Source: an optimization exercise on an open RTL-to-GDS flow (aim: small area, a short achievable clock period and few clock cycles per item). Production flows keep margins and buffers that such runs may drop. In this exercise RTL edits were held to simulation tests only and were not proved equivalent to the original. Power is estimated from default activity; no workload was simulated.

## flow/config.mk

```make
export PLATFORM = sky130hd
export DESIGN_NAME = nearest_symbol_at_or_below
export DESIGN_NICKNAME = nearest_symbol_at_or_below
export VERILOG_FILES = /design/flow/design.v
export SDC_FILE = /design/flow/constraint.sdc
export NUM_CORES = 4
export LEC_CHECK = 0
export CAP_MARGIN = 20
export CORE_MARGIN = 2
export CORE_UTILIZATION = 25
export SLEW_MARGIN = 20
```

## flow/constraint.sdc

```tcl
create_clock -name core_clock -period 10.0 [get_ports {clk}]
set_input_delay 2.0000 -clock core_clock [delete_from_list [all_inputs] [get_ports {clk}]]
set_output_delay 2.0000 -clock core_clock [all_outputs]
set_load 0.01 [all_outputs]
```

## flow/design.v

```verilog
`default_nettype none
package nsab_pkg;
  localparam int unsigned ADDR_VAL_W      = 16;
  localparam int unsigned SYM_NUM_W       = 6;
  localparam int unsigned ENTRY_W         = ADDR_VAL_W + SYM_NUM_W;
  localparam int unsigned TABLE_DEPTH_DEF = 64;
  localparam int unsigned IN_DATA_W  = 32;
  localparam int unsigned IN_USER_W  = 2;
  localparam int unsigned OUT_DATA_W = 24;
  typedef enum logic [1:0] {
    OP_INSERT = 2'd0,
    OP_LOOKUP = 2'd1,
    OP_CLEAR  = 2'd2,
    OP_NOP    = 2'd3
  } op_t;
  typedef enum logic [1:0] {
    RD_MID    = 2'd0,
    RD_POS_M1 = 2'd1,
    RD_POS_M2 = 2'd2
  } rd_sel_t;
  typedef struct packed {
    logic    take_item;
    logic    clear_count;
    logic    set_full;
    rd_sel_t rd_sel;
    logic    shift_wr;
    logic    put_wr;
    logic    lk_step;
    logic    load_out;
  } cmd_t;
  typedef struct packed {
    op_t  op;
    logic full;
    logic pos_zero;
    logic pos_one;
    logic rd_gt_sym;
    logic lo_lt_hi;
    logic out_free;
  } stat_t;
endpackage
`default_nettype wire
`default_nettype none
module nsab_ram #(
  parameter int unsigned WIDTH = 8,
  parameter int unsigned DEPTH = 64
) (
  input  wire logic                     clk,
  input  wire logic                     we,
  input  wire logic [$clog2(DEPTH)-1:0] waddr,
  input  wire logic [WIDTH-1:0]         wdata,
  input  wire logic [$clog2(DEPTH)-1:0] raddr,
  output logic      [WIDTH-1:0]         rdata
);
  logic [WIDTH-1:0] mem [DEPTH];
  always_ff @(posedge clk) begin
    if (we) begin
      mem[waddr] <= wdata;
    end
    rdata <= mem[raddr];
  end
endmodule
`default_nettype wire
`default_nettype none
module nsab_ctrl (
  input  wire logic           clk,
  input  wire logic           rst,
  input  wire logic           s_tvalid,
  output logic                s_tready,
  input  wire nsab_pkg::stat_t stat,
  output nsab_pkg::cmd_t      cmd
);
  typedef enum logic [6:0] {
    ST_IDLE    = 7'b0000001,
    ST_DECODE  = 7'b0000010,
    ST_INS_CMP = 7'b0000100,
    ST_INS_PUT = 7'b0001000,
    ST_LK_RD   = 7'b0010000,
    ST_LK_CMP  = 7'b0100000,
    ST_OUT     = 7'b1000000
  } state_t;
  state_t state, state_next;
  always_ff @(posedge clk) begin
    if (rst) begin
      state <= ST_IDLE;
    end else begin
      state <= state_next;
    end
  end
  assign s_tready = (state == ST_IDLE);
  always_comb begin
    state_next = state;
    cmd        = '0;
    cmd.rd_sel = nsab_pkg::RD_MID;
    unique case (state)
      ST_IDLE: begin
        if (s_tvalid) begin
          cmd.take_item = 1'b1;
          state_next    = ST_DECODE;
        end
      end
      ST_DECODE: begin
        unique case (stat.op)
          nsab_pkg::OP_INSERT: begin
            if (stat.full) begin
              cmd.set_full = 1'b1;
              state_next   = ST_OUT;
            end else if (stat.pos_zero) begin
              state_next = ST_INS_PUT;
            end else begin
              cmd.rd_sel = nsab_pkg::RD_POS_M1;
              state_next = ST_INS_CMP;
            end
          end
          nsab_pkg::OP_LOOKUP: state_next = ST_LK_RD;
          nsab_pkg::OP_CLEAR: begin
            cmd.clear_count = 1'b1;
            state_next      = ST_OUT;
          end
          nsab_pkg::OP_NOP: state_next = ST_OUT;
          default: state_next = ST_OUT;
        endcase
      end
      ST_INS_CMP: begin
        if (stat.rd_gt_sym) begin
          cmd.shift_wr = 1'b1;
          if (stat.pos_one) begin
            state_next = ST_INS_PUT;
          end else begin
            cmd.rd_sel = nsab_pkg::RD_POS_M2;
          end
        end else begin
          cmd.put_wr = 1'b1;
          state_next = ST_OUT;
        end
      end
      ST_INS_PUT: begin
        cmd.put_wr = 1'b1;
        state_next = ST_OUT;
      end
      ST_LK_RD: begin
        if (stat.lo_lt_hi) begin
          cmd.rd_sel = nsab_pkg::RD_MID;
          state_next = ST_LK_CMP;
        end else begin
          state_next = ST_OUT;
        end
      end
      ST_LK_CMP: begin
        cmd.lk_step = 1'b1;
        state_next  = ST_LK_RD;
      end
      ST_OUT: begin
        if (stat.out_free) begin
          cmd.load_out = 1'b1;
          state_next   = ST_IDLE;
        end
      end
      default: state_next = ST_IDLE;
    endcase
  end
endmodule
`default_nettype wire
`default_nettype none
module nsab_dp #(
  parameter int unsigned TABLE_DEPTH = nsab_pkg::TABLE_DEPTH_DEF
) (
  input  wire logic                            clk,
  input  wire logic                            rst,
  input  wire logic [nsab_pkg::IN_DATA_W-1:0]  s_tdata,
  input  wire logic [nsab_pkg::IN_USER_W-1:0]  s_tuser,
  input  wire nsab_pkg::cmd_t                  cmd,
  output nsab_pkg::stat_t                      stat,
  output logic                                 m_tvalid,
  input  wire logic                            m_tready,
  output logic      [nsab_pkg::OUT_DATA_W-1:0] m_tdata
);
  localparam int unsigned ADDR_W = $clog2(TABLE_DEPTH);
  localparam int unsigned CNT_W  = $clog2(TABLE_DEPTH + 1);
  localparam int unsigned VAL_W  = nsab_pkg::ADDR_VAL_W;
  localparam int unsigned NUM_W  = nsab_pkg::SYM_NUM_W;
  nsab_pkg::op_t    op;
  logic [VAL_W-1:0] sym;
  logic [VAL_W-1:0] qry;
  logic [CNT_W-1:0] count;
  logic [CNT_W-1:0] pos;
  logic [CNT_W-1:0] lo;
  logic [CNT_W-1:0] hi;
  logic [CNT_W:0]   lo_hi_sum;
  logic [ADDR_W-1:0] mid;
  logic             res_found;
  logic [NUM_W-1:0] res_num;
  logic [VAL_W-1:0] res_val;
  logic             res_full;
  logic                              ram_we;
  logic [ADDR_W-1:0]                 ram_waddr;
  logic [nsab_pkg::ENTRY_W-1:0]      ram_wdata;
  logic [ADDR_W-1:0]                 ram_raddr;
  logic [nsab_pkg::ENTRY_W-1:0]      ram_rdata;
  logic [VAL_W-1:0]                  rd_val;
  logic [NUM_W-1:0]                  new_num;
  assign lo_hi_sum = {1'b0, lo} + {1'b0, hi};
  assign mid       = ADDR_W'(lo_hi_sum >> 1);
  assign rd_val    = ram_rdata[VAL_W-1:0];
  assign new_num   = NUM_W'(count);
  always_comb begin
    unique case (cmd.rd_sel)
      nsab_pkg::RD_POS_M1: ram_raddr = ADDR_W'(pos - CNT_W'(1));
      nsab_pkg::RD_POS_M2: ram_raddr = ADDR_W'(pos - CNT_W'(2));
      nsab_pkg::RD_MID:    ram_raddr = mid;
      default:             ram_raddr = mid;
    endcase
  end
  assign ram_we    = cmd.shift_wr | cmd.put_wr;
  assign ram_waddr = ADDR_W'(pos);
  assign ram_wdata = cmd.shift_wr ? ram_rdata : {new_num, sym};
  nsab_ram #(
    .WIDTH (nsab_pkg::ENTRY_W),
    .DEPTH (TABLE_DEPTH)
  ) u_ram (
    .clk   (clk),
    .we    (ram_we),
    .waddr (ram_waddr),
    .wdata (ram_wdata),
    .raddr (ram_raddr),
    .rdata (ram_rdata)
  );
  always_ff @(posedge clk) begin
    if (rst) begin
      count <= '0;
    end else if (cmd.clear_count) begin
      count <= '0;
    end else if (cmd.put_wr) begin
      count <= count + CNT_W'(1);
    end
  end
  always_ff @(posedge clk) begin
    if (cmd.take_item) begin
      op        <= nsab_pkg::op_t'(s_tuser);
      sym       <= s_tdata[VAL_W-1:0];
      qry       <= s_tdata[2*VAL_W-1:VAL_W];
      pos       <= count;
      lo        <= '0;
      hi        <= count;
      res_found <= 1'b0;
      res_num   <= '0;
      res_val   <= '0;
      res_full  <= 1'b0;
    end else begin
      if (cmd.set_full) begin
        res_full <= 1'b1;
      end
      if (cmd.shift_wr) begin
        pos <= pos - CNT_W'(1);
      end
      if (cmd.lk_step) begin
        if (rd_val <= qry) begin
          lo        <= CNT_W'(mid) + CNT_W'(1);
          res_found <= 1'b1;
          res_num   <= ram_rdata[nsab_pkg::ENTRY_W-1:VAL_W];
          res_val   <= rd_val;
        end else begin
          hi <= CNT_W'(mid);
        end
      end
    end
  end
  always_ff @(posedge clk) begin
    if (rst) begin
      m_tvalid <= 1'b0;
    end else if (cmd.load_out) begin
      m_tvalid <= 1'b1;
    end else if (m_tready) begin
      m_tvalid <= 1'b0;
    end
  end
  always_ff @(posedge clk) begin
    if (cmd.load_out) begin
      m_tdata <= {res_full, res_val, res_num, res_found};
    end
  end
  assign stat.op        = op;
  assign stat.full      = (count == CNT_W'(TABLE_DEPTH));
  assign stat.pos_zero  = (pos == '0);
  assign stat.pos_one   = (pos == CNT_W'(1));
  assign stat.rd_gt_sym = (rd_val > sym);
  assign stat.lo_lt_hi  = (lo < hi);
  assign stat.out_free  = ~m_tvalid | m_tready;
endmodule
`default_nettype wire
`default_nettype none
module nearest_symbol_at_or_below #(
  parameter int unsigned TABLE_DEPTH = nsab_pkg::TABLE_DEPTH_DEF
) (
  input  wire logic                            clk,
  input  wire logic                            rst,
  input  wire logic                            s_tvalid,
  output logic                                 s_tready,
  input  wire logic [nsab_pkg::IN_DATA_W-1:0]  s_tdata,
  input  wire logic [nsab_pkg::IN_USER_W-1:0]  s_tuser,
  output logic                                 m_tvalid,
  input  wire logic                            m_tready,
  output logic      [nsab_pkg::OUT_DATA_W-1:0] m_tdata
);
  nsab_pkg::cmd_t  cmd;
  nsab_pkg::stat_t stat;
  nsab_ctrl u_ctrl (
    .clk      (clk),
    .rst      (rst),
    .s_tvalid (s_tvalid),
    .s_tready (s_tready),
    .stat     (stat),
    .cmd      (cmd)
  );
  nsab_dp #(
    .TABLE_DEPTH (TABLE_DEPTH)
  ) u_dp (
    .clk      (clk),
    .rst      (rst),
    .s_tdata  (s_tdata),
    .s_tuser  (s_tuser),
    .cmd      (cmd),
    .stat     (stat),
    .m_tvalid (m_tvalid),
    .m_tready (m_tready),
    .m_tdata  (m_tdata)
  );
endmodule
`default_nettype wire
```

## flow/run.sh

```bash
#!/bin/bash
# synth_recipe.tcl (not shown) runs the flow's synth.tcl, then flattens the netlist and writes it again
# the make line also repeats each setting of config.mk as NAME=value (left out here)
make -C /OpenROAD-flow-scripts/flow DESIGN_CONFIG=/design/flow/config.mk WORK_HOME=/design/flow/orfs CLKGATE_MAP_FILE= SYNTH_SCRIPT=/design/flow/synth_recipe.tcl finish
```

==> flow_summary_export.csv <==
group,metric,value,unit
cts,cts_tree,"yes",
drt,drcViolationCount,0,
global_routing,grt_usage,13.6,%
cts,clockBufferDepth,3,
global_routing,antenna_found_initial,10,
synthesis,netlist_area,0.0620,mm²
sta,setup_viol,0,
synthesis,synth_compound_area_share,4.97,%
power,combPwrFrac,12.0,%
power,clockPowerShare,39.2,%
synthesis,synthMuxAreaShare,2.63,%
cts,ctsResizeCount,0,
cts,clk-insertion-delay-late,0.81,ns
sta,report.final.slew_viol_count,0,
global_routing,grt_pass1_wl,257000,µm
sta,rsz0062_at_grt,"false",
drt,detail_route.wirelength,176000,µm
sta,min_period_over_period,68.7,%
floorplan,io_pins,64,
final_layout,syn2layout_area_growth,16.8,%
cts,clock_sink_count,1548,
cts,cts_max_level,4,
critical_path,cp-start-kind,"flip-flop",
drt,drt_iter0_markers,4853,
power,p_leak,24.0,nW
floorplan,die-area,0.252,mm²
final_layout,ff_latch_area,0.0458,mm²
hold_path,hold_path.class,"reg2reg",
power,power,0.0150,W
critical_path,regToRegSetupSlack,3.13,ns
drt,first_pass_iters,6,
power,power_density,206,mW/mm²
synthesis,synth_cell_types,71,
critical_path,rr_worst_depth,16,
placement,hpwl,99300,µm
global_routing,grt_pass1_vias,37071,
floorplan,die_height,502,µm
critical_path,crit_required,10.68,ns
power,max-vdd-ir-drop,0.190,mV
final_layout,final_cell_mix,"edfxtp_1 (1,480), nand2_1 (1,266), nand3_1 (388)",
synthesis,seq_area_frac_synth,73.9,%
final_layout,drive_above_1_share,10.7,%
synthesis,synthCells,4629,
global_routing,grt_max_degree,170,
cts,cts_setup_buffers,0,
drt,avgViaCountPerCell,4.78,
synthesis,ys_ff_latch,1548,
floorplan,rows,182,
synthesis,synth_edf_count,1480,
critical_path,r2r-end,"u_dp.u_ram.rdata[14]$_DFF_P_",
synthesis,syn_nets,4723,
placement,gp_congestion,0.843,
cts,root_buffer,"clkbuf_16",
final_layout,final_common_cell,"edfxtp_1",
final_layout,n_fill_cell,24536,
synthesis,synth_xor_area_share,0.184,%
critical_path,worstPathArrival,7.55,ns
sta,fmax,146,MHz
drt,wl_per_cell,21.5,µm
critical_path,r2r_start,"u_dp.u_ram.rdata[10]$_DFF_P_",
synthesis,synth_simple_gate_area_share,15.0,%
power,internal-power,0.0110,W
sta,setup-tns-final,0,ns
floorplan,start_util,25.2,%
critical_path,crit_path_start,"u_dp.u_ram.rdata[10]$_DFF_P_",
synthesis,synthAdderAreaFrac,1.14,%
synthesis,synth_flop_cell,"edfxtp_1",
global_routing,overflow,0,
synthesis,yosys_warnings,3,
placement,portBuffers,63,
sta,slew_headroom,17.9,%
run_status,outcome,"finished clean",
floorplan,core-area,0.246,mm²
floorplan,die_w,502,µm
critical_path,worstPathMaxFanout,70,
final_layout,fin_nets,4795,
sta,skew,0.0429,ns
power,swShare,26.3,%
drt,dr_total_vias,38975,
critical_path,endpoint,"u_dp.u_ram.rdata[14]$_DFF_P_",
synthesis,synth.avg_cell_area,13.4,µm²
drt,ant_nets,0,
job,maxCapViolCount,0,
sta,fin_crit,6.87,ns
sta,hold_violations,0,
power,power_frac_seq,48.8,%
synthesis,postSynth.asyncResetShare,0,%
power,netSwitchingPower,0.00393,W
cts,clk_pin_slew,0.06,ns
sta,tightest_slew,1.23,ns
critical_path,end_kind,"flip-flop",
final_layout,multi_input_area,0.0154,mm²
cts,cts_hold_buf,0,
cts,cts_buffers,162,
synthesis,synth_top_family_by_area,"simple AND/OR/NAND/NOR gates",
critical_path,critical_path_class,"reg2reg",
hold_path,hold_path_depth,0,
==> critical path, cell delays in order, from the launching register on <==
cell and delay, ns:
dfxtp_1 0.41, ha_1 0.35, nand4_1 0.10, or2_2 0.31, a21o_1 0.21, a211oi_4 0.23, buf_4 0.59, nand2_1 0.23
ha_1 0.66, o21ai_4 0.91, buf_4 0.77, nand2_1 0.10, and3_1 0.20, a31oi_1 0.17, a221oi_1 0.13, o21ai_0 0.73
and4_1 0.52
==> state kept, by name, summed over array words and instances, names as in the netlist <==
signal and cells:
u_dp.u_ram.mem 1408, u_dp.m_tdata 24, u_dp.u_ram.rdata 22, u_dp.qry 16, u_dp.res_val 16, u_dp.sym 16, u_ctrl.state 7, u_dp.count 7
u_dp.hi 7, u_dp.lo 7, u_dp.pos 7, u_dp.res_num 6, u_dp.op 2, u_dp.m_tvalid 1, u_dp.res_found 1, u_dp.res_full 1
==> final cells by class <==
cell class	instances	area share, %
Sequential cell	1548	63.2
Multi-Input combinational cell	2747	21.3
Clock buffer	220	6.15
Tap cell	3312	5.72
Timing Repair Buffer	190	2.33
Clock inverter	77	0.986
Inverter	52	0.269
Antenna cell	11	0.0380
==> kinds of logic (layout without fill, tap and decap cells) <==
kind of cell	Yosys count	in the layout
AND/OR/NAND/NOR	2113	2113
flip-flops	1548	1548
AO/OA/AOI/OAI	460	460
buffers and inverters	334	539
multiplexers	105	105
adder cells (fa/ha/maj)	56	56
XOR/XNOR	13	13
other	0	11
==> worst min path at each step <==
stage / from / endpoint / slack, ns
floorplan: u_dp.res_val[3]$_SDFFE_PP0P_ / u_dp.m_tdata[10]$_DFFE_PP_ / 0.41
global placement: u_dp.res_num[2]$_SDFFE_PP0P_ / u_dp.m_tdata[3]$_DFFE_PP_ / 0.42
detailed placement: u_dp.res_num[1]$_SDFFE_PP0P_ / u_dp.m_tdata[2]$_DFFE_PP_ / 0.42
CTS: u_dp.res_num[1]$_SDFFE_PP0P_ / u_dp.m_tdata[2]$_DFFE_PP_ / 0.43
global route: u_dp.res_num[1]$_SDFFE_PP0P_ / u_dp.m_tdata[2]$_DFFE_PP_ / 0.45
finish: u_dp.res_num[0]$_SDFFE_PP0P_ / u_dp.m_tdata[1]$_DFFE_PP_ / 0.43
==> Yosys cell counts, types with 5 or more instances <==
master    number  area (µm²)
a211oi_1       7        52.6
a21o_1        14         105
a21oi_1      131         656
a221oi_1      42         368
a311oi_1      43         377
a31oi_1       84         526
a32oi_1       42         368
and3_1       109         682
and4_1        23         201
buf_1         44         165
buf_2         62         310
buf_4          8        60.1
clkbuf_1     168         631
dfxtp_1       68        1360
edfxtp_1    1480       44400
ha_1          55         688
inv_1         50         188
mux2i_1       57         571
mux4_2        46        1040
nand2_1     1271        4770
nand2b_1      10        62.6
nand3_1      389        1950
nand3b_1       8        60.1
nand4_1       53         332
nor2_1       143         537
nor2b_1       10        62.6
nor3_1        32         160
nor3b_1        6        45.0
nor4_1        26         163
o21a_1         9        67.6
o21ai_0       53         265
o31ai_1        5        37.5
or4_1          9        67.6
xnor2_1        9        78.8
==> per-stage QoR <==
stage	instances	hold WS, ns	setup WS, ns	instance area, µm²	util, %
global placement	7847	0.422	3.18	67200	27.3
finish	8157	0.434	3.13	72400	29.4
CTS	8146	0.434	3.21	72400	29.4
detailed placement	7849	0.419	3.24	67200	27.3
floorplan	4629	0.408	5.11	62000	-
global route	8152	0.445	2.88	72400	29.4
==> power groups by stage <==
stage                     logic (W)  clock network (W)  registers (W)
final                       0.00180            0.00586        0.00729
after detailed placement    0.00179                  0        0.00743
after global placement      0.00178                  0        0.00742
after floorplan             0.00110                  0        0.00737
after CTS                   0.00180            0.00594        0.00729
after global routing        0.00194            0.00619        0.00729
==> routing by layer <==
layer / global-route usage (%) / vias to the layer above / part of all wire, %
met5: 0 / - / 0
met4: 6.14 / 0 / 4.5
met3: 2.66 / 307 / 8.9
met2: 21.3 / 1779 / 46
met1: 18.2 / 19606 / 41
li1: - / 17283 / -
Testbench counts, summed over its fixed seeds: cycles 93,894, items 7,200.

## separate check: timing with driven ports
In the flow no input, the clock included, has a driving cell. The finished layout below was timed again as built, in two steps. Step 1 assumes that a clkbuf_16 drives the clock port and a buf_2 every other input. Step 2 also shifts input and output timing later by t, the mid clock arrival at the registers, as if the neighbouring blocks saw the same clock. a / b / c = ideal ports / drivers / drivers and shift; a / b = the first two.
t (ns): 0.874
slack for setup (ns): 3.131 / 3.131 / 3.131
hold slack, ns: 0.434 / 0.434 / 0.434
worst setup path after step 2: register to register
After both steps setup and hold are still met in this run. For this run, drivers alone change the setup slack by 0.000 ns; drivers and shift together by 0.000 ns.
